This design comes from an exercise in tuning for small area and a short achievable clock period on the open sky130 flow, not from production work. Only simulation tests tie the RTL to the original design; equivalence was not proved. Power figures rest on the tool's default switching activity, not on a simulated workload.

File: flow/run.sh
#!/bin/bash
# Standard ORFS layout with plain buffers on the ports (one per port, as the
# standard flow does), a tighter setup target for the resizer and a clock
# tree built from smaller buffers without dummy loads.
set -euo pipefail
bash standard.sh \
  BUFFER_PORTS_ARGS="-buffer_cell sky130_fd_sc_hd__buf_1" \
  SLEW_MARGIN=40 CAP_MARGIN=30 \
  SETUP_SLACK_MARGIN=5.5 \
  CTS_ARGS="-sink_clustering_enable -repair_clock_nets -dont_use_dummy_load -buf_list sky130_fd_sc_hd__clkbuf_8 -sink_clustering_size 12 -sink_clustering_max_diameter 45" \
  finish > flow_make.log 2>&1
File: standard.sh
#!/bin/bash
# synth_recipe.tcl (not shown) runs the flow's synth.tcl, then flattens the netlist and writes it again
# the make line also repeats each setting of config.mk as NAME=value (left out here)
make -C /OpenROAD-flow-scripts/flow DESIGN_CONFIG=/design/flow/config.mk WORK_HOME=/design/flow/orfs CLKGATE_MAP_FILE= SYNTH_SCRIPT=/design/flow/synth_recipe.tcl "${@:-finish}"
File: config.mk
export PLATFORM = sky130hd
export DESIGN_NAME = lookahead_router
export DESIGN_NICKNAME = lookahead_router
export VERILOG_FILES = /design/flow/design.v
export SDC_FILE = /design/flow/constraint.sdc
export NUM_CORES = 4
export LEC_CHECK = 0
export CAP_MARGIN = 30
export CORE_MARGIN = 2
export CORE_UTILIZATION = 40
export SETUP_SLACK_MARGIN = 5
export SLEW_MARGIN = 40
File: constraint.sdc
create_clock -name core_clock -period 9.0 [get_ports {clk}]
set_input_delay 1.8000 -clock core_clock [delete_from_list [all_inputs] [get_ports {clk}]]
set_output_delay 1.8000 -clock core_clock [all_outputs]
set_load 0.01 [all_outputs]
File: design.v
`timescale 1ns/1ps
module router_input_queue (
  input  logic        clk,
  input  logic        rst,
  input  logic        wr_i,
  input  logic [33:0] data_i,
  input  logic        rd_i,
  output logic [33:0] data_o,
  output logic        empty_o,
  output logic        full_o
);
  logic [33:0] mem [4];
  logic [1:0]  rd_ptr;
  logic [1:0]  wr_ptr;
  logic        empty_q;
  logic        full_q;
  logic [3:0]  rd_sel;
  logic [1:0]  used;
  logic        one_left;      
  logic        three_held;    
  logic pop;
  assign empty_o = empty_q;
  assign full_o  = full_q;
  assign pop = rd_i & ~empty_q;
  always_comb begin
    for (int j = 0; j < 4; j++) begin
      rd_sel[j] = ~empty_q & (rd_ptr == 2'(j));
    end
    data_o = empty_q ? data_i : '0;
    for (int j = 0; j < 4; j++) begin
      data_o = data_o | ({34{rd_sel[j]}} & mem[j]);
    end
  end
  assign used       = wr_ptr - rd_ptr;
  assign one_left   = (used == 2'd1);
  assign three_held = (used == 2'd3);
  logic push_rd, push_nrd;
  logic empty_rd, empty_nrd, full_rd, full_nrd;
  assign push_nrd  = wr_i & ~full_q;
  assign push_rd   = wr_i & ~full_q & ~empty_q;
  assign empty_nrd = empty_q & ~push_nrd;
  assign empty_rd  = empty_q | (one_left & ~push_rd);
  assign full_nrd  = full_q | (three_held & push_nrd);
  assign full_rd   = 1'b0;
  always_ff @(posedge clk) begin
    if (rst) begin
      rd_ptr  <= '0;
      wr_ptr  <= '0;
      empty_q <= 1'b1;
      full_q  <= 1'b0;
    end else begin
      if (pop) begin
        rd_ptr <= rd_ptr + 1'b1;
      end
      if (rd_i ? push_rd : push_nrd) begin
        wr_ptr <= wr_ptr + 1'b1;
      end
      empty_q <= rd_i ? empty_rd : empty_nrd;
      full_q  <= rd_i ? full_rd : full_nrd;
    end
  end
  always_ff @(posedge clk) begin
    if (wr_i & ~full_o) begin
      mem[wr_ptr] <= data_i;
    end
  end
endmodule
`timescale 1ns/1ps
module xy_lookahead_route (
  input  logic [5:0] position_i,
  input  logic [5:0] destination_i,
  input  logic [4:0] route_i,
  output logic [4:0] next_route_o
);
  localparam logic [4:0] go_north = 5'b00001;
  localparam logic [4:0] go_south = 5'b00010;
  localparam logic [4:0] go_west  = 5'b00100;
  localparam logic [4:0] go_east  = 5'b01000;
  localparam logic [4:0] go_local = 5'b10000;
  logic [2:0] pos_x, pos_y, dst_x, dst_y, nb_x, nb_y;
  assign pos_x = position_i[5:3];
  assign pos_y = position_i[2:0];
  assign dst_x = destination_i[5:3];
  assign dst_y = destination_i[2:0];
  always_comb begin
    nb_x = route_i[3] ? pos_x + 1'b1 : (route_i[2] ? pos_x - 1'b1 : pos_x);
    nb_y = route_i[1] ? pos_y + 1'b1 : (route_i[0] ? pos_y - 1'b1 : pos_y);
  end
  always_comb begin
    if (route_i[4]) begin
      next_route_o = go_local;
    end else if (dst_x > nb_x) begin
      next_route_o = go_east;
    end else if (dst_x < nb_x) begin
      next_route_o = go_west;
    end else if (dst_y > nb_y) begin
      next_route_o = go_south;
    end else if (dst_y < nb_y) begin
      next_route_o = go_north;
    end else begin
      next_route_o = go_local;
    end
  end
endmodule
`timescale 1ns/1ps
module router_input_port (
  input  logic        clk,
  input  logic        rst,
  input  logic [5:0]  position_i,
  input  logic [34:0] link_i,
  input  logic        pop_i,
  output logic [33:0] head_o,
  output logic        valid_o,
  output logic [4:0]  request_o,
  output logic        stop_o
);
  logic        empty;
  logic [33:0] front;
  logic [4:0]  next_route;
  router_input_queue u_router_input_queue (
    .clk     (clk),
    .rst     (rst),
    .wr_i    (~link_i[34]),
    .data_i  (link_i[33:0]),
    .rd_i    (pop_i),
    .data_o  (front),
    .empty_o (empty),
    .full_o  (stop_o)
  );
  assign valid_o = ~(empty & link_i[34]);
  xy_lookahead_route u_xy_lookahead_route (
    .position_i    (position_i),
    .destination_i (front[25:20]),
    .route_i       (front[4:0]),
    .next_route_o  (next_route)
  );
  assign head_o = {front[33:5], front[33] ? next_route : front[4:0]};
  assign request_o = {5{valid_o & front[33]}} & front[4:0];
endmodule
`timescale 1ns/1ps
module router_arbiter #(
  parameter int out_port = 0
) (
  input  logic       clk,
  input  logic       rst,
  input  logic [4:0] request_i,
  input  logic       fwd_i,
  input  logic       fwd_tail_i,
  output logic [4:0] grant_o
);
  localparam int np = 5;
  logic [4:0]  last_q;    
  logic        locked_q;
  logic [4:0]  req;
  logic [4:0]  rr_grant;
  logic [24:0] ahead;     
  always_comb begin
    req = request_i;
    req[out_port] = 1'b0;
  end
  always_comb begin
    for (int j = 0; j < np; j++) begin
      for (int k = 0; k < np; k++) begin
        ahead[j*np + k] = 1'b0;
        for (int d = 0; d < np; d++) begin
          if (d < (j - k + np) % np) ahead[j*np + k] = ahead[j*np + k] | last_q[(k + d) % np];
        end
      end
    end
  end
  always_comb begin
    for (int k = 0; k < np; k++) begin
      rr_grant[k] = req[k];
      for (int j = 0; j < np; j++) begin
        if (j != k && j != out_port && k != out_port) begin
          rr_grant[k] = rr_grant[k] & ~(req[j] & ahead[j*np + k]);
        end
      end
    end
  end
  assign grant_o = locked_q ? last_q : rr_grant;
  always_ff @(posedge clk) begin
    if (rst) begin
      last_q   <= 5'b10000;
      locked_q <= 1'b0;
    end else if (fwd_i) begin
      last_q   <= grant_o;
      locked_q <= ~fwd_tail_i;
    end
  end
endmodule
`timescale 1ns/1ps
module router_output_port #(
  parameter int out_port = 0
) (
  input  logic          clk,
  input  logic          rst,
  input  logic [169:0]  heads_i,
  input  logic [4:0]    valid_i,
  input  logic [4:0]    requests_i,
  input  logic          stop_i,
  output logic [4:0]    pop_o,
  output logic [34:0]   link_o
);
  localparam int np = 5;
  logic [4:0]  grant;
  logic [33:0] xbar_flit;
  logic        xbar_valid;
  logic        fwd;
  logic        void_q;
  logic [33:0] flit_q;
  router_arbiter #(
    .out_port (out_port)
  ) u_router_arbiter (
    .clk        (clk),
    .rst        (rst),
    .request_i  (requests_i),
    .fwd_i      (fwd),
    .fwd_tail_i (xbar_flit[32]),
    .grant_o    (grant)
  );
  always_comb begin
    xbar_flit  = '0;
    xbar_valid = 1'b0;
    for (int k = 0; k < np; k++) begin
      if (k != out_port) begin
        xbar_flit  = xbar_flit | ({34{grant[k]}} & heads_i[k*34 +: 34]);
        xbar_valid = xbar_valid | (grant[k] & valid_i[k]);
      end
    end
  end
  assign fwd = xbar_valid & ~stop_i;
  always_comb begin
    for (int k = 0; k < np; k++) begin
      pop_o[k] = (k != out_port) ? (grant[k] & valid_i[k] & ~stop_i) : 1'b0;
    end
  end
  always_ff @(posedge clk) begin
    if (rst) begin
      void_q <= 1'b1;
    end else if (!stop_i) begin
      void_q <= ~xbar_valid;
    end
  end
  always_ff @(posedge clk) begin
    if (!stop_i) begin
      flit_q <= xbar_flit;
    end
  end
  assign link_o = {void_q, flit_q};
endmodule
`timescale 1ns/1ps
module lookahead_router (
  input  logic         clk,
  input  logic         rst,
  input  logic [5:0]   position_i,
  input  logic [174:0] link_i,
  output logic [4:0]   stop_o,
  output logic [174:0] link_o,
  input  logic [4:0]   stop_i
);
  localparam int num_ports = 5;
  logic [169:0] heads;
  logic [4:0]   valids;
  logic [24:0]  requests;    
  logic [24:0]  req_by_out;  
  logic [24:0]  pops;        
  logic [4:0]   pop_in;
  logic [5:0]   position_q;
  always_ff @(posedge clk) begin
    position_q <= position_i;
  end
  always_comb begin
    pop_in = '0;
    for (int o = 0; o < num_ports; o++) begin
      pop_in = pop_in | pops[o*5 +: 5];
    end
    for (int o = 0; o < num_ports; o++) begin
      for (int i = 0; i < num_ports; i++) begin
        req_by_out[o*5 + i] = requests[i*5 + o];
      end
    end
  end
  for (genvar i = 0; i < num_ports; i++) begin : g_input
    router_input_port u_router_input_port (
      .clk       (clk),
      .rst       (rst),
      .position_i (position_q),
      .link_i    (link_i[i*35 +: 35]),
      .pop_i     (pop_in[i]),
      .head_o    (heads[i*34 +: 34]),
      .valid_o   (valids[i]),
      .request_o (requests[i*5 +: 5]),
      .stop_o    (stop_o[i])
    );
  end
  for (genvar o = 0; o < num_ports; o++) begin : g_output
    router_output_port #(
      .out_port (o)
    ) u_router_output_port (
      .clk        (clk),
      .rst        (rst),
      .heads_i    (heads),
      .valid_i    (valids),
      .requests_i (req_by_out[o*5 +: 5]),
      .stop_i     (stop_i[o]),
      .pop_o      (pops[o*5 +: 5]),
      .link_o     (link_o[o*35 +: 35])
    );
  end
endmodule
==> results of run 1 <==
-- final timing paths --
kind,from,endpoint,slack [ns],cells past startpoint
worst min register to register,g_output[0].u_router_output_port.void_q,g_output[0].u_router_output_port.void_q,0.49,2
worst min-delay path,g_output[0].u_router_output_port.void_q,g_output[0].u_router_output_port.void_q,0.49,2
worst max register to register,position_q[3],g_output[4].u_router_output_port.flit_q[4],5.27,15
worst max-delay path,link_i[38],g_output[4].u_router_output_port.flit_q[4],5.18,15
-- worst reg2reg max path: stages (launching register included) --
cell and delay (ns):
dfxtp_1 0.61, inv_1 0.17, ha_2 0.52, inv_1 0.22, nor2_1 0.20, a211oi_2 0.07, ha_1 0.31, nor2b_4 0.14
o21ai_2 0.17, a21o_1 0.19, buf_4 0.13, nor3_2 0.04, a21oi_2 0.28, o22ai_1 0.13, a21oi_1 0.15, o21ai_1 0.10
-- power by group --
group	internal, mW	total [mW]	switching [mW]	leakage [nW]
registers	5.92	6.57	0.656	8.53
logic	3.16	8.59	5.44	8.02
clock network	1.11	2.50	1.39	0.820
-- layout by cell type, fill, tap and decap left out, drive strengths merged, types with 37 or more instances in the layout --
cell      n
a21oi    55
a221oi  141
a22oi   203
buf     710
clkbuf  136
dfxtp    67
edfxtp  850
ha       79
inv      76
nand2   360
nand2b   37
nor2    139
nor2b    50
o21ai    83
o221ai  107
o22a     98
o22ai    55
-- logic make-up (layout without fill, tap and decap cells) --
| family | count (synthesis) | count (layout) | synth area share (%) |
|---|---|---|---|
| flip-flops | 917 | 917 | 66.5 |
| buffers and inverters | 275 | 930 | 2.73 |
| adder cells (fa/ha/maj) | 79 | 79 | 2.45 |
| AND/OR/NAND/NOR | 708 | 716 | 7.79 |
| AO/OA/AOI/OAI | 980 | 982 | 19.3 |
| multiplexers | 20 | 20 | 0.567 |
| XOR/XNOR | 30 | 30 | 0.650 |
| other | 0 | 10 | 0 |
-- synth_stat cells (all sizes together), types with 17 or more instances --
cell,instances,area [um2]
a222oi,29,290
o22ai,55,350
clkbuf,147,552
dfxtp,67,1340
nor2b,47,294
nand2,360,1360
o31ai,17,143
o22a,98,858
and2,28,175
nand3,25,125
o21ai,83,415
a22o,29,257
nand2b,37,231
nor3,29,145
edfxtp,850,25500
a21oi,55,290
inv,78,293
nor2,139,524
ha,79,988
o221ai,107,937
a221oi,141,1230
xnor2,20,175
a22oi,203,1540
buf,48,251
-- layout make-up --
type                            instances  share of cell area (%)
Sequential cell                       917                    53.3
Multi-Input combinational cell       1827                    29.7
Timing Repair Buffer                  736                    10.1
Tap cell                             1298                    3.22
Clock buffer                          114                    3.11
Inverter                               80                   0.634
Antenna cell                           10                  0.0496
-- sequential cells by signal (all words and copies together), names as in the netlist --
| register | cells |
|---|---|
| g_input.u_router_input_port.u_router_input_queue.empty_q | 5 |
| g_input.u_router_input_port.u_router_input_queue.full_q | 5 |
| g_input.u_router_input_port.u_router_input_queue.mem | 680 |
| g_input.u_router_input_port.u_router_input_queue.rd_ptr | 10 |
| g_input.u_router_input_port.u_router_input_queue.wr_ptr | 10 |
| g_output.u_router_output_port.flit_q | 170 |
| g_output.u_router_output_port.u_router_arbiter.last_q | 21 |
| g_output.u_router_output_port.u_router_arbiter.locked_q | 5 |
| g_output.u_router_output_port.void_q | 5 |
| position_q | 6 |
-- metal layers --
metal,track usage [%],vias to the layer above
li1,-,13412
met1,37.2,15811
met2,43.1,2121
met3,10.2,497
met4,16.3,28
met5,0,-
-- metrics by stage --
stage,hold slack [ns],area (um2),power (mW)
after floorplan,0.448,41500,10.4
after global placement,0.465,44500,13.1
after detailed placement,0.468,44800,13.2
after CTS,0.482,48600,16.5
after global routing,0.510,50500,18.1
final,0.486,50500,17.7
-- repair_timing --
item / 4_1_cts / 5_1_grt
resized for setup: 222 / 213
cloned: 14 / 8
pin swaps: 76 / 96
endpoints found under the setup margin: 231 / 174
setup buffers: 118 / 87
endpoints found under the hold margin: 0 / 0
==> impl_metrics.toml, run 1 <==
[sta]
slew_headroom_pct = 39.0
setup_violations = 0
finalCritPeriodShare_pct = 42.4
max_freq_ghz = 0.262
setup_ws_ns = 5.18
tns_ns = 0
period_minus_slack_ns = 3.82
hold_violations = 0
slew_viol_final = 0
finalClockSkew_ns = 0.135
worstMarginPinSlew_ns = 0.915
rsz0062_at_grt = "true"

[routing]
drt_iter0_drc = 4352
drc = 0
via_count = 31869
ant_nets = 0
wl_per_cell_um = 32.0
via_per_inst = 6.40
totalWireLength_um = 159000
drt-met1-wl_um = 58900
met3_length_um = 20000
highest_layer = "met5"
met2_length_um = 69300
dr.pass1.iters = 9

[run]
cap_violations = 0

[critical_path]
cp_top_family = "compound AO/OA/AOI/OAI gates"
worstPathCellList = "buf_8 > nand2b_4 > o31a_1 > nor2_2 > a211oi_2 > ha_1 > nor2b_4 > o21ai_2 > a21o_1 > buf_4 > nor3_2 > a21oi_2 > o22ai_1 > a21oi_1 > o21ai_1"
endpoint_kind = "flip-flop"
path_buf_inv = 2
worstPathArrival_ns = 4.29
crit_type = "in2reg"
max_stage_delay_ns = 0.34
path_max_fanout = 6
slowest_stage = "o31a_1"
crit_path_start_kind = "primary input"
critPathRequiredTime_ns = 9.47

[floorplanning]
design.core.area_um2 = 100000
dieWidth_um = 322
start_util_pct = 40.3
die-area_um2 = 104000
rows = 116
die_y_um = 322
pin_count = 368

[global_route]
antenna_found_initial = 24
grt_use_total_pct = 29.1
grt_start_max_net_pins = 64
grt_pass1_vias = 29387
grt_pass1_wl_um = 215000
overflow = 0

[placed_design]
dp_cells = 4626
routabilityCongestion = 0.995
portBuffers = 367
dp_hpwl_um = 102000
pre_cts_slack_ns = 3.84

[final_layout]
area_growth_pct = 25.0
layout.cells.non_filler = 4982
nets = 3943
seqCellArea_um2 = 26900
fin_util_pct = 50.4
fill_cells = 8649
multi_input_comb_area_um2 = 15000
drive_gt1_share_pct = 24.9

[clock_tree]
cts.reportedPaths.clkPinSlew_ns = 0.07
cts_tree = "built"
htreeDepth = 3
cts_num_sinks = 917
clk_latency_ns = 0.83
hold_buffers = 0
cts-buffers-inserted = 114
clk_path_buf_depth = 3
cts_root_buffer = "clkbuf_8"

[power]
p_leak_nw = 17.4
p_per_area_nw_per_um2 = 350
worst_ir_drop_vdd_v = 0.000159

[synthesis]
synth.distinct_cells = 86
synth_fp_nets = 3276
postSynthAreaPerCell_um2 = 13.4
yosysWarnings = 13
ys_seq_area_share_pct = 66.5
syn_area_um2 = 40400
synthFlopType = "edfxtp_1"
synthArstFlopShare_pct = 0
synth_cells = 3009
ys_seq_elements = 917
synth_edf_count = 850

[hold_path]
hp-class = "reg2reg"

[outcome]
outcome = "finished clean"
==> run 2, diff against run 1 <==
--- a/flow/run.sh
+++ b/flow/run.sh
@@ -6,6 +6,6 @@
 bash standard.sh \
   BUFFER_PORTS_ARGS="-buffer_cell sky130_fd_sc_hd__buf_1" \
   SLEW_MARGIN=40 CAP_MARGIN=30 \
-  SETUP_SLACK_MARGIN=5.5 \
+  SETUP_SLACK_MARGIN=5.25 \
   CTS_ARGS="-sink_clustering_enable -repair_clock_nets -dont_use_dummy_load -buf_list sky130_fd_sc_hd__clkbuf_8 -sink_clustering_size 12 -sink_clustering_max_diameter 45" \
   finish > flow_make.log 2>&1
==> run 2 against run 1 <==
- still clean
- worst setup slack improved by 0.037 ns
- critical path type unchanged
- highest routed layer unchanged
- combinational power decreased by about 10%
- critical path depth unchanged
- total power decreased by 4.3%
- utilization decreased by 1.8 points
==> impl_metrics.toml, run 2 <==
[clock_tree]
htreeDepth = 3
clk_latency_ns = 0.81
cts_tree = "built"
cts-buffers-inserted = 115
cts_num_sinks = 917
cts.reportedPaths.clkPinSlew_ns = 0.06
clk_path_buf_depth = 3
cts_root_buffer = "clkbuf_8"

[sta]
slew_viol_final = 0
max_freq_ghz = 0.265
period_minus_slack_ns = 3.78
finalClockSkew_ns = 0.0829
worstMarginPinSlew_ns = 0.956
slew_headroom_pct = 36.3
finalCritPeriodShare_pct = 42.0
rsz0062_at_grt = "true"
hold_violations = 0
tns_ns = 0
setup_violations = 0

[global_route]
grt_pass1_wl_um = 212000
use_met1_pct = 38.3
grt_pass1_vias = 28491
grt_start_max_net_pins = 53
met3_usage_pct = 8.13
antenna_found_initial = 17
busiest_layer = "met2"
grt_use_total_pct = 28.7
met2_usage_pct = 43.3
overflow = 0

[routing]
via_count = 31034
drt_iter0_drc = 4188
ant_nets = 0
drc = 0
totalWireLength_um = 158000
wl_per_cell_um = 32.4
dr.pass1.iters = 9
via_per_inst = 6.38

[placed_design]
portBuffers = 367
dp_hpwl_um = 104000
dp_cells = 4594
routabilityCongestion = 1.07

[power]
worst_ir_drop_vdd_v = 0.000177
p_per_area_nw_per_um2 = 347
p_leak_nw = 16.5

[critical_path]
worstPathArrival_ns = 4.30
path_max_fanout = 5
endpoint_kind = "flip-flop"
critPathRequiredTime_ns = 9.52
worstPathCellList = "buf_6 > a22oi_2 > nand3_4 > nand2b_4 > o2bb2ai_4 > a21oi_2 > ha_1 > nor2b_1 > o21ai_1 > nand2b_2 > nand2b_4 > nor4bb_4 > a21oi_2 > o22ai_1 > a211o_1"
max_stage_delay_ns = 0.32
rrSetupSlack_ns = 5.25
crit_type = "in2reg"
slowest_stage = "ha_1"
crit_path_start_kind = "primary input"
timing.rr.end = "g_output[4].u_router_output_port.flit_q[4]"
r2r_cells = 16

[synthesis]
ys_seq_area_share_pct = 66.5
ys_seq_elements = 917
synth_edf_count = 850
yosysMostFrequentCell = "edfxtp_1"
synth_common_cells = "edfxtp_1, nand2_1, a22oi_1"
synth_area_leaders = "edfxtp_1, a22oi_1, dfxtp_1"
synth.distinct_cells = 86
synth_top_area_cell = "edfxtp_1"
postSynthAreaPerCell_um2 = 13.4
synth_fp_nets = 3276
synthArstFlopShare_pct = 0
synthFlopType = "edfxtp_1"
synth_cells = 3009
yosysWarnings = 13
synth_top_area_share_pct = 63.2
syn_area_um2 = 40400

[floorplanning]
dieWidth_um = 322
die-area_um2 = 104000
die_y_um = 322
start_util_pct = 40.3
rows = 116
design.core.area_um2 = 100000
pin_count = 368

[final_layout]
top_register = "g_input.u_router_input_port.u_router_input_queue.mem"
layout_common_cells = "edfxtp_1, nand2_1, buf_1"
reg_top3 = "g_input.u_router_input_port.u_router_input_queue.mem: 680 flops, g_output.u_router_output_port.flit_q: 170 flops, g_output.u_router_output_port.u_router_arbiter.last_q: 21 flops"
nets = 3828
drive_gt1_share_pct = 20.4
fill_cells = 8791
area_growth_pct = 20.5
layout_commonest_cell = "edfxtp_1"
seqCellArea_um2 = 26900
largest_reg_flops = 680
layout.cells.non_filler = 4862
fin_util_pct = 48.6
multi_input_comb_area_um2 = 14400

[hold_path]
hold-path-cell-count = 2
hp-class = "reg2reg"

[run]
cap_violations = 0

[outcome]
outcome = "finished clean"
[run 2: kinds of logic (layout without fill, tap and decap cells)]
| kind of cell | count (synthesis) | after routing | synth area share (%) |
|---|---|---|---|
| adder cells (fa/ha/maj) | 79 | 79 | 2.45 |
| other | 0 | 5 | 0 |
| AO/OA/AOI/OAI | 980 | 981 | 19.3 |
| flip-flops | 917 | 917 | 66.5 |
| XOR/XNOR | 30 | 30 | 0.650 |
| multiplexers | 20 | 20 | 0.567 |
| buffers and inverters | 275 | 817 | 2.73 |
| AND/OR/NAND/NOR | 708 | 715 | 7.79 |
[run 2: stage by stage]
step                      instance area, um2  total power [mW]  hold slack [ns]  worst slack (ns)
after floorplan                        40800              10.0            0.448              4.96
after global placement                 43700              12.8            0.463              3.62
after detailed placement               44200              12.9            0.481              3.84
after CTS                              47000              15.9            0.490              5.10
after global routing                   48700              17.4            0.519              5.14
final                                  48700              16.9            0.491              5.22
[run 2: critical path, delay by kind of cell]
family                     cells  cell delay, ns
buffers and inverters          1            0.10
AOI/OAI and AO/OA              7            1.20
and+or+nand+nor                6            0.86
adders and majority gates      1            0.32
[run 2: worst max path at each step]
stage,startpoint,end,slack (ns),depth (start not counted)
after floorplan,link_i[2],g_output[4].u_router_output_port.flit_q[1],4.96,14
after global placement,link_i[138],flip-flop,3.62,9
after detailed placement,link_i[138],g_output[1].u_router_output_port.flit_q[0],3.84,8
after CTS,flip-flop,g_output[4].u_router_output_port.flit_q[4],5.10,17
after global routing,flip-flop,g_output[4].u_router_output_port.flit_q[1],5.14,18
final,link_i[108],g_output[0].u_router_output_port.flit_q[1],5.22,15
[run 2: what timing repair did]
action | in CTS | in global routing
pin swaps | 24 | 61
setup buffers | 55 | 75
setup endpoints to repair | 214 | 161
gates cloned | 4 | 11
hold buffers | 0 | 0
resized for setup | 119 | 213
[run 2: power breakdown]
group / total [mW] / internal [mW] / switching, mW
Sequential: 6.68 / 5.92 / 0.761
Combinational: 7.70 / 2.65 / 5.04
Clock: 2.53 / 1.12 / 1.41
[run 2: per-layer routing]
metal	vias up	share of wire, %
met5	-	0.086
met4	22	5.6
met3	444	12
met2	2029	43
met1	15380	39
li1	13159	-
[run 2: final cells by class]
class | instances | share of cell area, %
antenna | 5 | 0.0257
inverter | 80 | 0.635
multi-input combinational | 1825 | 29.6
sequential | 917 | 55.3
timing repair buffer | 622 | 7.90
clock buffer | 115 | 3.25
tap | 1298 | 3.34
==> run 3, diff against run 2 <==
--- a/flow/run.sh
+++ b/flow/run.sh
@@ -6,6 +6,6 @@
 bash standard.sh \
   BUFFER_PORTS_ARGS="-buffer_cell sky130_fd_sc_hd__buf_1" \
   SLEW_MARGIN=40 CAP_MARGIN=30 \
-  SETUP_SLACK_MARGIN=5.25 \
+  SETUP_SLACK_MARGIN=5.0 \
   CTS_ARGS="-sink_clustering_enable -repair_clock_nets -dont_use_dummy_load -buf_list sky130_fd_sc_hd__clkbuf_8 -sink_clustering_size 12 -sink_clustering_max_diameter 45" \
   finish > flow_make.log 2>&1
==> run 3 against run 2 <==
- fmax fell by 5.4%
- still clean on timing, DRC and antenna
- synthesized area did not move
- flip-flop and latch count unchanged
- clock power about the same
- largest cell class unchanged
- final cell count fell by 1.7%
- largest power group unchanged
- via count is 1.2% lower
- critical endpoint is now g_output[0].u_router_output_port.flit_q[23]
- global-route usage down 0.27 points
- first-iteration DRC count shrank 0.69%
- sequential share of layout area increased by 2.3 points
- register-to-register slack worse by 0.14 ns
- clock skew is 0.0066 ns higher
==> impl_metrics.toml, run 3 <==
[sta]
setup_ws_ns = 5.00
tns_ns = 0
slew_viol_final = 0
slew_headroom_pct = 40.7
hold_violations = 0
worstMarginPinSlew_ns = 0.880
period_minus_slack_ns = 4.00
setup_violations = 0
rsz0062_at_grt = "false"
max_freq_ghz = 0.250
finalClockSkew_ns = 0.0895
finalCritPeriodShare_pct = 44.4

[placed_design]
dp_hpwl_um = 103000
portBuffers = 367
routabilityCongestion = 1.03
dpl-instance-area_um2 = 43900
pre_cts_slack_ns = 3.92
dp_cells = 4600

[final_layout]
area_growth_pct = 15.6
layout_common_cells = "edfxtp_1, buf_1, nand2_1"
top_register = "g_input.u_router_input_port.u_router_input_queue.mem"
fin_area_um2 = 46700
nets = 3745
largest_reg_flops = 680
fill_cells = 8990
fin_util_pct = 46.6
drive_gt1_share_pct = 15.0
reg_top3 = "g_input.u_router_input_port.u_router_input_queue.mem: 680 flops, g_output.u_router_output_port.flit_q: 170 flops, g_output.u_router_output_port.u_router_arbiter.last_q: 21 flops"
layout_commonest_cell = "edfxtp_1"
layout.cells.non_filler = 4779

[global_route]
grt_use_total_pct = 28.4
met3_usage_pct = 7.98
busiest_layer = "met2"
met2_usage_pct = 43.2
use_met1_pct = 37.6
grt_start_max_net_pins = 64
overflow = 0
grt_pass1_wl_um = 211000
grt_pass1_vias = 28207
antenna_found_initial = 21

[synthesis]
yosysWarnings = 13
synthFlopType = "edfxtp_1"
synth_cells = 3009
synth_edf_count = 850
syn_area_um2 = 40400
synthArstFlopShare_pct = 0
yosysMostFrequentCell = "edfxtp_1"
synth_fp_nets = 3276
ys_seq_elements = 917
synth_top_area_share_pct = 63.2
postSynthAreaPerCell_um2 = 13.4
synth_area_leaders = "edfxtp_1, a22oi_1, dfxtp_1"
synth.distinct_cells = 86
synth_common_cells = "edfxtp_1, nand2_1, a22oi_1"
synth_top_area_cell = "edfxtp_1"
ys_seq_area_share_pct = 66.5

[power]
p_leak_nw = 15.6
p_per_area_nw_per_um2 = 344
worst_ir_drop_vdd_v = 0.000193

[clock_tree]
cts_num_sinks = 917
cts.reportedPaths.clkPinSlew_ns = 0.05
clk_latency_ns = 0.80
cts_tree = "built"
clk_path_buf_depth = 3
cts-buffers-inserted = 116
cts_root_buffer = "clkbuf_8"
htreeDepth = 3

[routing]
via_count = 30670
via_per_inst = 6.42
dr.pass1.iters = 12
drc = 0
totalWireLength_um = 152000
drt_iter0_drc = 4159
wl_per_cell_um = 31.7
ant_nets = 0

[floorplanning]
rows = 116
die-area_um2 = 104000
design.core.area_um2 = 100000
dieWidth_um = 322
start_util_pct = 40.3
die_y_um = 322
pin_count = 368

[critical_path]
timing.rr.end = "g_output[2].u_router_output_port.flit_q[2]"
rrSetupSlack_ns = 5.11
path_max_fanout = 29
crit_path_start_kind = "primary input"
worstPathArrival_ns = 4.39
critPathRequiredTime_ns = 9.39
r2r_cells = 15
crit_type = "in2reg"
endpoint_kind = "flip-flop"
worstPathCellList = "buf_1 > nand2b_1 > a22o_1 > o311ai_1 > o31a_1 > buf_4 > o22ai_1 > nor2_1 > o21ai_0"
slowest_stage = "o311ai_1"
max_stage_delay_ns = 0.66

[hold_path]
hp-class = "reg2reg"
hold-path-cell-count = 2

[run]
cap_violations = 0

[outcome]
outcome = "finished clean"
[run 3: worst max-delay path, delay by kind of cell]
kind                   cells  cell delay [ns]
buffers and inverters      2             0.69
and+or+nand+nor            2             0.25
AOI/OAI and AO/OA          5             1.63
[run 3: layer usage]
metal | share of wire (%) | vias to the layer above
li1 | - | 12967
met1 | 38 | 15300
met2 | 45 | 1968
met3 | 12 | 407
met4 | 5.4 | 28
met5 | 0.16 | -
[run 3: cell families (layout without fill, tap and decap cells)]
logic type	count (synthesis)	after routing	share of synthesized area, %
adder cells (fa/ha/maj)	79	79	2.45
XOR/XNOR	30	30	0.650
flip-flops	917	917	66.5
multiplexers	20	20	0.567
AND/OR/NAND/NOR	708	711	7.79
other	0	5	0
buffers and inverters	275	739	2.73
AO/OA/AOI/OAI	980	980	19.3
[run 3: per-stage QoR]
stage / power [mW] / hold WS [ns]
6_report: 16.0 / 0.482
5_1_grt: 16.6 / 0.504
4_1_cts: 15.6 / 0.482
3_5_place_dp: 12.9 / 0.476
3_3_place_gp: 12.8 / 0.467
2_1_floorplan: 9.91 / 0.448
[run 3: layout make-up]
cell class / count / area, um2 / share of cell area, %
diodes: 5 / 12.5 / 0.0268
multi-input cells: 1820 / 13400 / 28.8
inverters: 80 / 304 / 0.651
clock buffers: 116 / 1600 / 3.42
well taps: 1298 / 1620 / 3.48
repair buffers: 543 / 2850 / 6.10
flip-flops and latches: 917 / 26900 / 57.6
[run 3: worst max path at each step]
stage | startpoint | endpoint | slack, ns | cells past startpoint
after floorplan | link_i[2] | g_output[4].u_router_output_port.flit_q[1] | 4.96 | 14
after global placement | link_i[173] | flip-flop | 3.63 | 9
after detailed placement | link_i[103] | flip-flop | 3.92 | 10
after CTS | flip-flop | g_output[0].u_router_output_port.flit_q[1] | 5.00 | 17
after global routing | link_i[3] | g_output[4].u_router_output_port.flit_q[1] | 5.00 | 16
final | link_i[103] | g_output[0].u_router_output_port.flit_q[23] | 5.00 | 9
[run 3: timing repair]
| item | in CTS | in global routing |
|---|---|---|
| setup endpoints to repair | 84 | 119 |
| hold buffers | 0 | 0 |
| pin swaps | 9 | 10 |
| cloned | 3 | 0 |
| setup buffers | 19 | 29 |
| gates resized for setup | 49 | 98 |
[run 3: power breakdown]
group | switching [mW] | total (mW) | internal (mW)
Sequential | 0.725 | 6.64 | 5.92
Clock | 1.41 | 2.54 | 1.13
Combinational | 4.63 | 6.86 | 2.22
==> run 4, diff against run 3 <==
--- a/flow/run.sh
+++ b/flow/run.sh
@@ -6,6 +6,6 @@
 bash standard.sh \
   BUFFER_PORTS_ARGS="-buffer_cell sky130_fd_sc_hd__buf_1" \
   SLEW_MARGIN=40 CAP_MARGIN=30 \
-  SETUP_SLACK_MARGIN=5.0 \
+  SETUP_SLACK_MARGIN=5.25 TNS_END_PERCENT=50 \
   CTS_ARGS="-sink_clustering_enable -repair_clock_nets -dont_use_dummy_load -buf_list sky130_fd_sc_hd__clkbuf_8 -sink_clustering_size 12 -sink_clustering_max_diameter 45" \
   finish > flow_make.log 2>&1
==> run 4 against run 3 <==
- die area stayed put
- global-route usage is 0.52 points lower
- final cell count is 0.94% higher
- critical path type unchanged
- largest power group unchanged
- via count is 0.21% lower
- clock power is 3% lower
- routed wire length is 0.81% lower
- hold slack better by 0.0094 ns
- utilization is 1.3 points higher
- first-iteration DRC count is 3.6% lower
==> impl_metrics.toml, run 4 <==
[sta]
setup_ws_ns = 5.18
setup_violations = 0
tns_ns = 0
worstMarginPinSlew_ns = 0.903
slew_viol_final = 0
rsz0062_at_grt = "true"
hold_violations = 0
finalClockSkew_ns = 0.0814
slew_headroom_pct = 39.4
period_minus_slack_ns = 3.82
max_freq_ghz = 0.262
worst_hold_slack_ns = 0.491
finalCritPeriodShare_pct = 42.4

[final_layout]
reg_top3 = "g_input.u_router_input_port.u_router_input_queue.mem: 680 flops, g_output.u_router_output_port.flit_q: 170 flops, g_output.u_router_output_port.u_router_arbiter.last_q: 21 flops"
fin_util_pct = 47.9
multi_input_comb_area_um2 = 14100
top_register = "g_input.u_router_input_port.u_router_input_queue.mem"
layout_common_cells = "edfxtp_1, nand2_1, buf_1"
area_growth_pct = 18.8
largest_reg_flops = 680
fill_cells = 8909
drive_gt1_share_pct = 19.1
seqCellArea_um2 = 26900
nets = 3788
layout_commonest_cell = "edfxtp_1"

[critical_path]
path_max_fanout = 5
max_stage_delay_ns = 0.39
crit_path_start_kind = "primary input"
worst_path_most_repeated_cell = "buf_6"
worstPathCellList = "buf_6 > a221oi_4 > nor2b_4 > buf_6 > buf_4 > xnor2_1 > ha_2 > nor2b_1 > o21ai_1 > nand2b_1 > nand2_2 > nor2_4 > a32oi_4 > o22ai_2 > a211o_1"
r2r_cells = 12
path_depth = 15
endpoint_kind = "flip-flop"
worstPathArrival_ns = 4.34
crit_type = "in2reg"
cp_top_family = "compound AO/OA/AOI/OAI gates"
slowest_stage = "a221oi_4"
critPathRequiredTime_ns = 9.52
path_buf_inv = 3

[power]
p_per_area_nw_per_um2 = 342
p_leak_nw = 16.2
worst_ir_drop_vdd_v = 0.000156

[clock_tree]
cts_num_sinks = 917
cts-buffers-inserted = 109
cts.reportedPaths.clkPinSlew_ns = 0.08
htreeDepth = 3
cts_root_buffer = "clkbuf_8"
cts_tree = "built"
clk_latency_ns = 0.79
clk_path_buf_depth = 3
hold_buffers = 0

[routing]
drc = 0
ant_nets = 0
via_count = 30606
via_per_inst = 6.34
totalWireLength_um = 150000
wl_per_cell_um = 31.2
dr.pass1.iters = 7
drt_iter0_drc = 4010

[synthesis]
synthArstFlopShare_pct = 0
synth.distinct_cells = 86
synth_fp_nets = 3276
synth_top_area_cell = "edfxtp_1"
syn_area_um2 = 40400
ys_seq_elements = 917
yosysWarnings = 13
postSynthAreaPerCell_um2 = 13.4
synth_top_area_share_pct = 63.2
synth_edf_count = 850
synth_cells = 3009
ys_seq_area_share_pct = 66.5
synth_common_cells = "edfxtp_1, nand2_1, a22oi_1"
yosysMostFrequentCell = "edfxtp_1"
synth_area_leaders = "edfxtp_1, a22oi_1, dfxtp_1"
synthFlopType = "edfxtp_1"

[placed_design]
pre_cts_slack_ns = 3.91
dp_hpwl_um = 101000
portBuffers = 367
routabilityCongestion = 1.05

[floorplanning]
dieWidth_um = 322
die_y_um = 322
start_util_pct = 40.3
die-area_um2 = 104000
design.core.area_um2 = 100000
pin_count = 368
rows = 116

[hold_path]
hp-class = "reg2reg"
hold-path-cell-count = 2

[global_route]
antenna_found_initial = 32
grt_pass1_wl_um = 208000
grt_pass1_vias = 28071
met3_usage_pct = 7.49
grt_use_total_pct = 27.9
overflow = 0
use_met1_pct = 37.3
busiest_layer = "met2"
met2_usage_pct = 42.5
grt_start_max_net_pins = 54

[run]
cap_violations = 0

[outcome]
outcome = "finished clean"
-- run 4: cell counts after synthesis --
Identical to the previous run, type by type.
-- run 4: area by class of cell --
type,instances,share of cell area (%)
multi-input combinational,1819,29.4
antenna,7,0.0365
inverter,80,0.642
clock buffer,109,3.13
sequential,917,56.1
tap,1298,3.38
timing repair buffer,594,7.32
-- run 4: layer usage --
metal	vias to the layer above	wire [um]
met4	38	8360
met5	-	233
met3	431	17200
met1	15079	57800
li1	13065	-
met2	1993	66800
-- run 4: worst paths after layout --
| check | start | endpoint | slack, ns |
|---|---|---|---|
| worst max-delay path | link_i[72] | g_output[0].u_router_output_port.flit_q[1] | 5.18 |
| worst min-delay path | flip-flop | flip-flop | 0.49 |
| worst max register to register | position_q[1] | g_output[0].u_router_output_port.flit_q[4] | 5.25 |
| worst min register to register | flip-flop | flip-flop | 0.49 |
-- run 4: stage by stage --
step / std cells / area, um2 / power [mW]
detailed placement: 4597 / 44100 / 12.9
CTS: 4758 / 46700 / 15.7
global placement: 4567 / 43700 / 12.8
finish: 4824 / 48000 / 16.4
floorplan: 3009 / 40700 / 9.97
global route: 4821 / 48000 / 17.0
-- run 4: cells by family after synthesis --
| kind of cell | after synthesis | synth area share (%) |
|---|---|---|
| compound gates | 980 | 19.3 |
| xor+xnor | 30 | 0.650 |
| fa+ha+maj | 79 | 2.45 |
| buf+inv | 275 | 2.73 |
| flops | 917 | 66.5 |
| mux | 20 | 0.567 |
| simple gates | 708 | 7.79 |
-- run 4: timing repair --
item / 4_1_cts / 5_1_grt
gates cloned: 2 / 2
endpoints found under the hold margin: 0 / 0
gates resized for setup: 125 / 197
pin swaps: 25 / 68
setup endpoints to repair: 174 / 101
setup buffers: 50 / 54
-- run 4: where the power goes --
group,internal [mW],switching (mW)
combinational,2.53,4.82
sequential,5.92,0.709
clock,1.06,1.40
-- run 4: worst min-delay path, delay by kind of cell, from the launching register on --
kind          cells  cell delay, ns
flops             1            0.33
mux               1            0.05
simple gates      1            0.06
==> run 5, diff against run 4 <==
--- a/flow/run.sh
+++ b/flow/run.sh
@@ -6,6 +6,6 @@
 bash standard.sh \
   BUFFER_PORTS_ARGS="-buffer_cell sky130_fd_sc_hd__buf_1" \
   SLEW_MARGIN=40 CAP_MARGIN=30 \
-  SETUP_SLACK_MARGIN=5.25 TNS_END_PERCENT=50 \
+  SETUP_SLACK_MARGIN=5.25 TNS_END_PERCENT=20 \
   CTS_ARGS="-sink_clustering_enable -repair_clock_nets -dont_use_dummy_load -buf_list sky130_fd_sc_hd__clkbuf_8 -sink_clustering_size 12 -sink_clustering_max_diameter 45" \
   finish > flow_make.log 2>&1
==> run 5 against run 4 <==
- still clean
- hold slack improved by 0.0053 ns
- final cell count increased by 0.15%
- non-clock buffer count increased by 6
- synthesized cell count unchanged
- global-route usage increased by 0.35 points
- worst setup slack got worse by 0.061 ns
- routed wire length increased by 1.5%
- first-iteration DRC count increased by 11%
- critical path depth decreased by 1
- synthesized area unchanged
- sequential share of layout area decreased by 0.26 points
- fmax decreased by 1.6%
- largest cell class unchanged
==> impl_metrics.toml, run 5 <==
[outcome]
outcome = "finished clean"

[hold_path]
hp-class = "reg2reg"

[critical_path]
crit_type = "reg2reg"
worstPathCellList = "inv_1 > ha_2 > inv_1 > a22oi_1 > a21boi_2 > ha_1 > nor2b_1 > o21ai_1 > nand2b_1 > nor2b_4 > nand2_2 > o22ai_4 > a222oi_1 > o21ai_1"
max_stage_delay_ns = 0.58
path_max_fanout = 7
worstPathArrival_ns = 4.35
critPathRequiredTime_ns = 9.47
slowest_stage = "ha_2"
cp_top_family = "compound AO/OA/AOI/OAI gates"
endpoint_kind = "flip-flop"
path_buf_inv = 2
crit_path_start_kind = "flip-flop"

[routing]
ant_nets = 0
wl_per_cell_um = 31.6
via_count = 30681
dr.pass1.iters = 9
drc = 0
totalWireLength_um = 153000
via_per_inst = 6.35
drt_iter0_drc = 4456

[power]
p_leak_nw = 16.3
finalPower_mw = 16.5
p_per_area_nw_per_um2 = 342
worst_ir_drop_vdd_v = 0.000182

[synthesis]
synth_compound_area_share_pct = 19.3
synth_cells = 3009
syn_area_um2 = 40400
ys_seq_elements = 917
synth.distinct_cells = 86
ys_seq_area_share_pct = 66.5
synth_area_leaders = "edfxtp_1, a22oi_1, dfxtp_1"
synth_mux_area_share_pct = 0.567
synth-xor-area-share_pct = 0.650
synth_fp_nets = 3276
synth_top_area_share_pct = 63.2
synth_top_area_cell = "edfxtp_1"
synthArstFlopShare_pct = 0
synthAdderAreaFrac_pct = 2.45
yosysWarnings = 13
synthSimpleGateAreaFrac_pct = 7.79
synth_common_cells = "edfxtp_1, nand2_1, a22oi_1"
yosysMostFrequentCell = "edfxtp_1"
postSynthAreaPerCell_um2 = 13.4
synth_edf_count = 850
synth_top_family_by_area = "compound AO/OA/AOI/OAI gates"
synthFlopType = "edfxtp_1"

[global_route]
overflow = 0
grt_use_total_pct = 28.3
antenna_found_initial = 29
grt_pass1_wl_um = 211000
grt_pass1_vias = 28729
grt_start_max_net_pins = 64

[final_layout]
nets = 3797
area_growth_pct = 19.4
fin_util_pct = 48.2
fill_cells = 8870
top_register = "g_input.u_router_input_port.u_router_input_queue.mem"
layout_commonest_cell = "edfxtp_1"
reg_top3 = "g_input.u_router_input_port.u_router_input_queue.mem: 680 flops, g_output.u_router_output_port.flit_q: 170 flops, g_output.u_router_output_port.u_router_arbiter.last_q: 21 flops"
layout.cells.non_filler = 4831
largest_reg_flops = 680
drive_gt1_share_pct = 19.3
fin_area_um2 = 48200
layout_common_cells = "edfxtp_1, buf_1, nand2_1"

[floorplanning]
start_util_pct = 40.3
die-area_um2 = 104000
design.core.area_um2 = 100000
die_y_um = 322
rows = 116
dieWidth_um = 322
pin_count = 368

[placed_design]
dp_hpwl_um = 101000
dpl-instance-area_um2 = 44000
portBuffers = 367
routabilityCongestion = 1.02
dp_cells = 4592
pre_cts_slack_ns = 3.94

[clock_tree]
cts_tree = "built"
cts_root_buffer = "clkbuf_8"
cts-buffers-inserted = 110
clk_path_buf_depth = 3
cts.reportedPaths.clkPinSlew_ns = 0.08
hold_buffers = 0
htreeDepth = 3
cts_num_sinks = 917
clk_latency_ns = 0.77

[sta]
slew_headroom_pct = 32.2
hold_violations = 0
rsz0062_at_grt = "true"
setup_violations = 0
tns_ns = 0
setup_ws_ns = 5.12
finalCritPeriodShare_pct = 43.1
slew_viol_final = 0
worst_hold_slack_ns = 0.496
finalClockSkew_ns = 0.0681
worstMarginPinSlew_ns = 1.01
period_minus_slack_ns = 3.88
max_freq_ghz = 0.258

[run]
cap_violations = 0
==> run 5: cell counts after synthesis <==
No cell type changed its count.
==> run 5: power by group <==
part	internal [mW]	leakage, nW	switching [mW]
sequential	5.92	8.53	0.706
clock	1.07	0.791	1.40
combinational	2.56	6.95	4.84
==> run 5: timing repair <==
item	in CTS	in global routing
endpoints found under the setup margin	218	141
buffers inserted	40	65
cloned	4	8
pin swaps	17	54
resized for setup	150	187
==> run 5: worst register-to-register path: stages (launching register included) <==
cell and delay [ns]:
dfxtp_2 0.48, inv_1 0.25, ha_2 0.58, inv_1 0.27, a22oi_1 0.23, a21boi_2 0.19
ha_1 0.25, nor2b_1 0.13, o21ai_1 0.13, nand2b_1 0.11, nor2b_4 0.14, nand2_2 0.09
o22ai_4 0.11, a222oi_1 0.49, o21ai_1 0.15
==> run 5: cell type report <==
type | count | area (um2) | area share (%)
clock buffer | 110 | 1510 | 3.14
sequential | 917 | 26900 | 55.8
timing repair buffer | 600 | 3620 | 7.51
multi-input combinational | 1821 | 14200 | 29.5
inverter | 80 | 307 | 0.636
tap | 1298 | 1620 | 3.37
antenna | 5 | 12.5 | 0.0259
==> run 5: logic make-up (layout without fill, tap and decap cells) <==
group | after synthesis | after routing
adders and majority gates | 79 | 79
and+or+nand+nor | 708 | 711
other | 0 | 5
muxes | 20 | 20
xor gates and xnor gates | 30 | 30
buffers and inverters | 275 | 790
DFF | 917 | 917
AOI/OAI and AO/OA | 980 | 981
==> run 5: routing by layer <==
metal / GRT usage [%] / vias up / wire length, um
met5: 0 / - / 195
met3: 7.72 / 421 / 16800
met1: 37.3 / 15203 / 59500
met2: 43.8 / 1945 / 68100
met4: 12.3 / 30 / 8180
li1: - / 13082 / -
==> run 5: worst paths after layout <==
path         depth (start not counted)  slack, ns          start                                    endpoint
min reg2reg                          2       0.50      flip-flop                                   flip-flop
max reg2reg                         14       5.12  position_q[4]  g_output[4].u_router_output_port.flit_q[0]
max                                 14       5.12  position_q[4]  g_output[4].u_router_output_port.flit_q[0]
min                                  2       0.50      flip-flop                                   flip-flop
==> run 6, diff against run 5 <==
--- a/design.v
+++ b/design.v
@@ -70,13 +70,8 @@
   input  logic [5:0] position_i,
   input  logic [5:0] destination_i,
   input  logic [4:0] route_i,
-  output logic [4:0] next_route_o
+  output logic [3:0] cmp_o           
 );
-  localparam logic [4:0] go_north = 5'b00001;
-  localparam logic [4:0] go_south = 5'b00010;
-  localparam logic [4:0] go_west  = 5'b00100;
-  localparam logic [4:0] go_east  = 5'b01000;
-  localparam logic [4:0] go_local = 5'b10000;
   logic [2:0] pos_x, pos_y, dst_x, dst_y, nb_x, nb_y;
   assign pos_x = position_i[5:3];
   assign pos_y = position_i[2:0];
@@ -86,21 +81,7 @@
     nb_x = route_i[3] ? pos_x + 1'b1 : (route_i[2] ? pos_x - 1'b1 : pos_x);
     nb_y = route_i[1] ? pos_y + 1'b1 : (route_i[0] ? pos_y - 1'b1 : pos_y);
   end
-  always_comb begin
-    if (route_i[4]) begin
-      next_route_o = go_local;
-    end else if (dst_x > nb_x) begin
-      next_route_o = go_east;
-    end else if (dst_x < nb_x) begin
-      next_route_o = go_west;
-    end else if (dst_y > nb_y) begin
-      next_route_o = go_south;
-    end else if (dst_y < nb_y) begin
-      next_route_o = go_north;
-    end else begin
-      next_route_o = go_local;
-    end
-  end
+  assign cmp_o = route_i[4] ? 4'b0000 : {dst_x > nb_x, dst_x < nb_x, dst_y > nb_y, dst_y < nb_y};
 endmodule
 `timescale 1ns/1ps
 module router_input_port (
@@ -116,7 +97,7 @@
 );
   logic        empty;
   logic [33:0] front;
-  logic [4:0]  next_route;
+  logic [3:0]  next_cmp;
   router_input_queue u_router_input_queue (
     .clk     (clk),
     .rst     (rst),
@@ -132,9 +113,9 @@
     .position_i    (position_i),
     .destination_i (front[25:20]),
     .route_i       (front[4:0]),
-    .next_route_o  (next_route)
+    .cmp_o         (next_cmp)
   );
-  assign head_o = {front[33:5], front[33] ? next_route : front[4:0]};
+  assign head_o = {front[33:5], front[33] ? {1'b0, next_cmp} : front[4:0]};
   assign request_o = {5{valid_o & front[33]}} & front[4:0];
 endmodule
 `timescale 1ns/1ps
@@ -247,7 +228,21 @@
       flit_q <= xbar_flit;
     end
   end
-  assign link_o = {void_q, flit_q};
+  logic [4:0] next_route;
+  logic [3:0] c;
+  assign c = flit_q[3:0];
+  always_comb begin
+    if (out_port == 4) begin
+      next_route = 5'b10000;
+    end else begin
+      next_route[3] = c[3];
+      next_route[2] = c[2];
+      next_route[1] = ~c[3] & ~c[2] & c[1];
+      next_route[0] = ~c[3] & ~c[2] & c[0];
+      next_route[4] = ~(|c);
+    end
+  end
+  assign link_o = {void_q, flit_q[33:5], flit_q[33] ? next_route : flit_q[4:0]};
 endmodule
 `timescale 1ns/1ps
 module lookahead_router (
--- a/flow/run.sh
+++ b/flow/run.sh
@@ -6,6 +6,6 @@
 bash standard.sh \
   BUFFER_PORTS_ARGS="-buffer_cell sky130_fd_sc_hd__buf_1" \
   SLEW_MARGIN=40 CAP_MARGIN=30 \
-  SETUP_SLACK_MARGIN=5.25 TNS_END_PERCENT=20 \
+  SETUP_SLACK_MARGIN=5.25 \
   CTS_ARGS="-sink_clustering_enable -repair_clock_nets -dont_use_dummy_load -buf_list sky130_fd_sc_hd__clkbuf_8 -sink_clustering_size 12 -sink_clustering_max_diameter 45" \
   finish > flow_make.log 2>&1
==> run 6 against run 5 <==
- still clean
- non-clock buffer count is 30 lower
- total power is 1.8% lower
- utilization is 2.3 points lower
- synthesized area is 3.4% higher
- fmax is 3.4% higher
- worst setup slack better by 0.13 ns
- combinational power is 5.1% lower
- hold slack worse by 0.0078 ns
- via count is 2.1% higher
- critical path type is now in2reg
- highest routed layer unchanged
==> impl_metrics.toml, run 6 <==
[outcome]
outcome = "finished clean"

[synthesis]
synth_common_cells = "edfxtp_1, nand2_1, nor2_1"
syn_area_um2 = 41800
synth_top_area_cell = "edfxtp_1"
postSynthAreaPerCell_um2 = 12.7
synth.distinct_cells = 93
synthArstFlopShare_pct = 0
synthFlopType = "edfxtp_1"
synth_area_leaders = "edfxtp_1, a22oi_1, nand2_1"
ys_seq_elements = 917
synth_cells = 3292
synth_edf_count = 850
yosysMostFrequentCell = "edfxtp_1"
yosysWarnings = 13
synth_top_area_share_pct = 61.1
synth_fp_nets = 3559
ys_seq_area_share_pct = 64.3

[power]
worst_ir_drop_vdd_v = 0.000189
p_leak_nw = 16.0
p_per_area_nw_per_um2 = 341

[final_layout]
seqCellArea_um2 = 26900
top_register = "g_input.u_router_input_port.u_router_input_queue.mem"
reg_top3 = "g_input.u_router_input_port.u_router_input_queue.mem: 680 flops, g_output.u_router_output_port.flit_q: 170 flops, g_output.u_router_output_port.u_router_arbiter.last_q: 21 flops"
largest_reg_flops = 680
fin_util_pct = 45.9
fill_cells = 9340
area_growth_pct = 13.7
layout_common_cells = "edfxtp_1, nand2_1, buf_1"
nets = 3886
layout_commonest_cell = "edfxtp_1"
multi_input_comb_area_um2 = 13900
drive_gt1_share_pct = 16.4

[routing]
via_per_inst = 6.27
drt_iter0_drc = 4132
drc = 0
totalWireLength_um = 153000
dr.pass1.iters = 8
ant_nets = 0
via_count = 31339
wl_per_cell_um = 30.7

[sta]
rsz0062_at_grt = "true"
finalCritPeriodShare_pct = 41.7
worstMarginPinSlew_ns = 0.937
finalClockSkew_ns = 0.0810
slew_headroom_pct = 37.0
max_freq_ghz = 0.267
slew_viol_final = 0
setup_violations = 0
hold_violations = 0
tns_ns = 0
period_minus_slack_ns = 3.75

[clock_tree]
htreeDepth = 3
cts_tree = "built"
cts_root_buffer = "clkbuf_8"
cts-buffers-inserted = 114
clk_latency_ns = 0.80
cts_num_sinks = 917
clk_path_buf_depth = 3
cts.reportedPaths.clkPinSlew_ns = 0.08

[floorplanning]
design.core.area_um2 = 103000
dieWidth_um = 327
rows = 118
pin_count = 368
die_y_um = 327
die-area_um2 = 107000
start_util_pct = 40.4

[global_route]
grt_start_max_net_pins = 62
overflow = 0
grt_pass1_wl_um = 212000
grt_pass1_vias = 28550
antenna_found_initial = 15
met2_usage_pct = 43.1
busiest_layer = "met2"
use_met1_pct = 37.1
grt_use_total_pct = 27.5
met3_usage_pct = 6.35

[critical_path]
endpoint_kind = "flip-flop"
path_max_fanout = 5
crit_path_start_kind = "primary input"
critPathRequiredTime_ns = 9.50
worstPathArrival_ns = 4.25
crit_type = "in2reg"
rrSetupSlack_ns = 5.27

[placed_design]
dp_hpwl_um = 104000
routabilityCongestion = 1.01
portBuffers = 367

[hold_path]
hp-class = "reg2reg"

[run]
cap_violations = 0
run 6: cell types whose count changed after synthesis, moves of 17 or more:
cell and change:
o221ai_1 -55, o21ai_0 +56, o22a_1 -48, nor2_1 +88, buf_4 +151, o22ai_1 +40
nand3_1 +27, a22oi_1 +17
run 6: metrics by stage:
step	power [mW]	instance area (um2)	hold WS, ns	cells	setup slack, ns
after floorplan	10.5	42200	0.445	3292	5.11
after global placement	12.8	44100	0.495	4775	3.91
after detailed placement	13.0	44500	0.475	4805	3.86
after CTS	15.7	46600	0.498	4950	5.24
after global routing	16.7	47500	0.540	4999	5.14
final	16.2	47500	0.489	5000	5.25
run 6: where the power goes:
part           switching, mW  internal (mW)
Combinational           4.68           2.34
Clock                   1.42           1.11
Sequential             0.760           5.88
run 6: kinds of logic (layout without fill, tap and decap cells):
family | count (synthesis) | count (layout) | share of synthesized area [%]
xor gates and xnor gates | 30 | 30 | 0.629
AOI/OAI and AO/OA | 988 | 989 | 18.1
DFF | 917 | 917 | 64.3
and+or+nand+nor | 833 | 833 | 8.72
other | 0 | 3 | 0
muxes | 20 | 20 | 0.515
adders and majority gates | 79 | 79 | 2.37
buffers and inverters | 425 | 749 | 5.36
run 6: what timing repair did:
| action | in CTS | in global routing |
|---|---|---|
| pin swaps | 12 | 43 |
| cloned | 0 | 3 |
| hold buffers | 0 | 0 |
| setup endpoints to repair | 225 | 138 |
| buffers inserted | 31 | 39 |
| resized for setup | 45 | 133 |
run 6: final timing paths:
check | cells after the start | startpoint | end
setup / recovery | 13 | link_i[140] | g_output[3].u_router_output_port.flit_q[0]
hold / removal | 2 | g_output[1].u_router_output_port.void_q | g_output[1].u_router_output_port.void_q
setup reg to reg | 12 | flip-flop | g_output[3].u_router_output_port.flit_q[0]
hold reg to reg | 2 | g_output[1].u_router_output_port.void_q | g_output[1].u_router_output_port.void_q
run 6: routing by layer:
layer  vias up  share of wire (%)  routed length [um]
li1      13346                  -                   -
met1     15627                 39               60300
met2      1997                 45               69700
met3       349                 11               16400
met4        20                4.5                6830
met5         -              0.090                 138
run 6: worst max-delay path, cell delays in order:
cell,delay (ns)
clkbuf_2,0.13
nand2b_1,0.21
o31a_1,0.20
nor2_2,0.19
a22o_1,0.19
a21oi_2,0.05
ha_1,0.31
nor2b_1,0.13
o21ai_1,0.08
nand2b_1,0.13
o22ai_2,0.17
a222oi_1,0.51
o21ai_1,0.15
run 6: area by class of cell:
cell class              count  area share [%]
flip-flops and latches    917            56.6
multi-input cells        1951            29.2
diodes                      3          0.0158
repair buffers            570            6.71
clock buffers             114            3.30
inverters                  65           0.548
well taps                1380            3.63
==> run 7, diff against run 6 <==
--- a/design.v
+++ b/design.v
@@ -127,7 +127,10 @@
   input  logic [4:0] request_i,
   input  logic       fwd_i,
   input  logic       fwd_tail_i,
-  output logic [4:0] grant_o
+  output logic [4:0] grant_o,
+  output logic [4:0] rr_grant_o,
+  output logic [4:0] last_o,
+  output logic       locked_o
 );
   localparam int np = 5;
   logic [4:0]  last_q;    
@@ -159,7 +162,10 @@
       end
     end
   end
-  assign grant_o = locked_q ? last_q : rr_grant;
+  assign grant_o    = locked_q ? last_q : rr_grant;
+  assign rr_grant_o = rr_grant;
+  assign last_o     = last_q;
+  assign locked_o   = locked_q;
   always_ff @(posedge clk) begin
     if (rst) begin
       last_q   <= 5'b10000;
@@ -185,6 +191,11 @@
 );
   localparam int np = 5;
   logic [4:0]  grant;
+  logic [4:0]  rr_grant;
+  logic [4:0]  last;
+  logic        locked;
+  logic        any_req;
+  logic        held_valid;
   logic [33:0] xbar_flit;
   logic        xbar_valid;
   logic        fwd;
@@ -198,22 +209,34 @@
     .request_i  (requests_i),
     .fwd_i      (fwd),
     .fwd_tail_i (xbar_flit[32]),
-    .grant_o    (grant)
+    .grant_o    (grant),
+    .rr_grant_o (rr_grant),
+    .last_o     (last),
+    .locked_o   (locked)
   );
   always_comb begin
-    xbar_flit  = '0;
-    xbar_valid = 1'b0;
+    xbar_flit = '0;
+    for (int k = 0; k < np; k++) begin
+      if (k != out_port) begin
+        xbar_flit = xbar_flit | ({34{grant[k]}} & heads_i[k*34 +: 34]);
+      end
+    end
+  end
+  always_comb begin
+    any_req    = 1'b0;
+    held_valid = 1'b0;
     for (int k = 0; k < np; k++) begin
       if (k != out_port) begin
-        xbar_flit  = xbar_flit | ({34{grant[k]}} & heads_i[k*34 +: 34]);
-        xbar_valid = xbar_valid | (grant[k] & valid_i[k]);
+        any_req    = any_req | requests_i[k];
+        held_valid = held_valid | (last[k] & valid_i[k]);
       end
     end
   end
-  assign fwd = xbar_valid & ~stop_i;
+  assign xbar_valid = locked ? held_valid : any_req;
+  assign fwd        = xbar_valid & ~stop_i;
   always_comb begin
     for (int k = 0; k < np; k++) begin
-      pop_o[k] = (k != out_port) ? (grant[k] & valid_i[k] & ~stop_i) : 1'b0;
+      pop_o[k] = (k != out_port) ? (~stop_i & (locked ? last[k] & valid_i[k] : rr_grant[k])) : 1'b0;
     end
   end
   always_ff @(posedge clk) begin
--- a/flow/run.sh
+++ b/flow/run.sh
@@ -6,6 +6,6 @@
 bash standard.sh \
   BUFFER_PORTS_ARGS="-buffer_cell sky130_fd_sc_hd__buf_1" \
   SLEW_MARGIN=40 CAP_MARGIN=30 \
-  SETUP_SLACK_MARGIN=5.25 \
+  SETUP_SLACK_MARGIN=5.25 TNS_END_PERCENT=50 \
   CTS_ARGS="-sink_clustering_enable -repair_clock_nets -dont_use_dummy_load -buf_list sky130_fd_sc_hd__clkbuf_8 -sink_clustering_size 12 -sink_clustering_max_diameter 45" \
   finish > flow_make.log 2>&1
==> run 7 against run 6 <==
- flip-flop and latch count is the same
- sequential share of layout area grew 1.4 points
- still clean on timing, DRC and antenna
- final cell count shrank 2.0%
==> impl_metrics.toml, run 7 <==
[hold_path]
hp-class = "reg2reg"

[power]
p_per_area_nw_per_um2 = 317
p_leak_nw = 15.7
worst_ir_drop_vdd_v = 0.000165
finalPower_mw = 14.7

[critical_path]
critPathRequiredTime_ns = 9.62
r2r_cells = 12
rrSetupSlack_ns = 5.38
worstPathArrival_ns = 4.38
worstPathCellList = "buf_1 > nand2b_1 > a22o_4 > o311a_1 > o211a_1 > a2111oi_1 > and4_2 > o21a_1 > mux2_1"
slowest_stage = "a2111oi_1"
endpoint_kind = "flip-flop"
crit_type = "in2reg"
max_stage_delay_ns = 0.50
path_max_fanout = 13
crit_start = "link_i[34]"
timing.rr.end = "g_output[0].u_router_output_port.flit_q[23]"
crit_path_start_kind = "primary input"

[sta]
tns_ns = 0
period_minus_slack_ns = 3.75
hold_violations = 0
finalClockSkew_ns = 0.131
slew_viol_final = 0
rsz0062_at_grt = "true"
worstMarginPinSlew_ns = 0.882
max_freq_ghz = 0.266
slew_headroom_pct = 41.1
finalCritPeriodShare_pct = 41.7
setup_violations = 0

[routing]
totalWireLength_um = 148000
wl_per_cell_um = 30.2
via_count = 30265
drt_iter0_drc = 5758
drc = 0
via_per_inst = 6.18
ant_nets = 0
dr.pass1.iters = 17

[synthesis]
synthArstFlopShare_pct = 0
yosysMostFrequentCell = "edfxtp_1"
synth_cells = 3245
ys_seq_area_share_pct = 64.7
synth_fp_nets = 3512
synth_top_area_cell = "edfxtp_1"
synth_edf_count = 850
postSynthAreaPerCell_um2 = 12.8
ys_seq_elements = 917
synth_area_leaders = "edfxtp_1, a22oi_1, nand2_1"
synth_common_cells = "edfxtp_1, nand2_1, a22oi_1"
synthFlopType = "edfxtp_1"
yosysWarnings = 13
synth.distinct_cells = 83
synth_top_area_share_pct = 61.4
syn_area_um2 = 41500

[final_layout]
multi_input_comb_area_um2 = 13100
layout_commonest_cell = "edfxtp_1"
reg_top3 = "g_input.u_router_input_port.u_router_input_queue.mem: 680 flops, g_output.u_router_output_port.flit_q: 170 flops, g_output.u_router_output_port.u_router_arbiter.last_q: 21 flops"
layout.cells.non_filler = 4899
top_register = "g_input.u_router_input_port.u_router_input_queue.mem"
layout_common_cells = "edfxtp_1, nand2_1, buf_1"
fill_cells = 9424
seqCellArea_um2 = 26900
largest_reg_flops = 680
area_growth_pct = 11.6
nets = 3779
drive_gt1_share_pct = 12.6

[clock_tree]
htreeDepth = 3
cts_root_buffer = "clkbuf_8"
clk_latency_ns = 0.81
clk_path_buf_depth = 3
cts_num_sinks = 917
hold_buffers = 0
cts_tree = "built"
cts.reportedPaths.clkPinSlew_ns = 0.08
cts-buffers-inserted = 111

[placed_design]
dp_cells = 4707
routabilityCongestion = 0.958
dp_hpwl_um = 99800
portBuffers = 367

[floorplanning]
rows = 118
design.core.area_um2 = 103000
pin_count = 368
start_util_pct = 40.3
dieWidth_um = 326
die_y_um = 326
die-area_um2 = 106000

[global_route]
grt_start_max_net_pins = 66
grt_pass1_wl_um = 206000
grt_pass1_vias = 28107
grt_use_total_pct = 26.8
antenna_found_initial = 27
overflow = 0

[run]
cap_violations = 0

[outcome]
outcome = "finished clean"
==> run 7: cell count changes in the layout (fill, tap and decap cells not counted), sizes merged, moves of 50 or more <==
cell	change
a221oi	-104
a222oi	+119
a22oi	+82
buf	-53
nand2	+63
nand3	+82
nor2	-147
o22a	-50
o22ai	-73
==> run 7: worst max-delay path, delay by kind of cell <==
| kind | cells | cell delay [ns] |
|---|---|---|
| AO/OA/AOI/OAI | 5 | 1.53 |
| AND/OR/NAND/NOR | 2 | 0.59 |
| multiplexers | 1 | 0.32 |
| buffers and inverters | 1 | 0.12 |
==> run 7: worst min path at each step <==
stage | endpoint | slack (ns) | cells after the start
final | flip-flop | 0.46 | 2
after global routing | flip-flop | 0.51 | 2
after CTS | flip-flop | 0.46 | 2
after floorplan | flip-flop | 0.42 | 2
after global placement | flip-flop | 0.43 | 2
after detailed placement | flip-flop | 0.45 | 2
==> run 7: cells by family (layout without fill, tap and decap cells) <==
kind of cell | after synthesis | in the layout | share of synthesized area (%)
multiplexers | 30 | 30 | 0.765
other | 0 | 9 | 0
adder cells (fa/ha/maj) | 79 | 79 | 2.38
AND/OR/NAND/NOR | 850 | 852 | 9.28
XOR/XNOR | 31 | 31 | 0.654
AO/OA/AOI/OAI | 877 | 878 | 16.5
buffers and inverters | 461 | 723 | 5.73
flip-flops | 917 | 917 | 64.7
==> run 7: area by class of cell <==
cell class	count	share of cell area, %
multi-input cells	1870	28.2
repair buffers	509	5.87
clock buffers	111	3.29
inverters	103	0.855
diodes	9	0.0486
well taps	1380	3.72
flip-flops and latches	917	58.0
==> run 7: power breakdown <==
part	switching [mW]	total (mW)	internal [mW]
combinational	3.94	5.79	1.85
clock	1.40	2.48	1.08
sequential	0.690	6.42	5.73
==> run 7: stage by stage <==
step           hold slack, ns  utilization, %  area [um2]  setup WS (ns)
6_report                0.457            44.9       46400           5.25
5_1_grt                 0.509            44.9       46400           5.19
4_1_cts                 0.461            44.1       45500           5.19
3_5_place_dp            0.451            42.3       43700           3.93
3_3_place_gp            0.430            42.3       43600           3.99
2_1_floorplan           0.416               -       41800           5.02
==> run 7: timing repair <==
item | in CTS | in global routing
setup endpoints to repair | 114 | 127
resized for setup | 30 | 97
pin swaps | 6 | 24
buffers inserted | 20 | 45
cloned | 3 | 3
==> run 7: routing by layer <==
layer / global-route usage, % / up-vias / routed length [um]
li1: - / 13045 / -
met1: 35.3 / 14840 / 55600
met2: 40.7 / 2021 / 66600
met3: 8.45 / 341 / 18800
met4: 11.8 / 18 / 7030
met5: 0 / - / 107

-- port drivers added, routing unchanged --
Ports are ideal in the flow. The routed layouts listed here were re-timed in OpenROAD. Step 1 sets driving cells, clkbuf_16 on the clock port and buf_2 on the other inputs (assumed; they add their load-dependent delay and slew). Step 2 moves the port delays by t, midway between the first and last clock arrival at a register: inputs arrive t later, outputs are due t later. That takes back most of the time a late clock gives input paths. a / b / c = no drivers / after step 1 / after step 2; a / b = the first two.
run | t (ns) | setup slack, ns | clock arrival spread, ns | worst data-port slew with drivers (ns) | cell pins on the clock port's net
run 1 | 0.824 | 5.184 / 5.132 / 4.308 | 0.136 / 0.136 | 0.14 | 1
run 2 | 0.841 | 5.221 / 5.155 / 4.314 | 0.086 / 0.086 | 0.15 | 1
run 3 | 0.826 | 5.004 / 4.992 / 4.166 | 0.096 / 0.096 | 0.16 | 1
run 4 | 0.823 | 5.183 / 5.195 / 4.372 | 0.087 / 0.086 | 0.18 | 1
run 5 | 0.809 | 5.122 / 5.051 / 4.242 | 0.072 / 0.072 | 0.18 | 1
run 6 | 0.829 | 5.248 / 5.225 / 4.414 | 0.081 / 0.081 | 0.17 | 1
run 7 | 0.822 | 5.246 / 5.182 / 4.456 | 0.131 / 0.130 | 0.15 | 1
After both steps setup and hold are still met in every run listed. The setup slack of run 2, which loses most, moves by -0.066 ns with the drivers and by -0.907 ns with both steps.
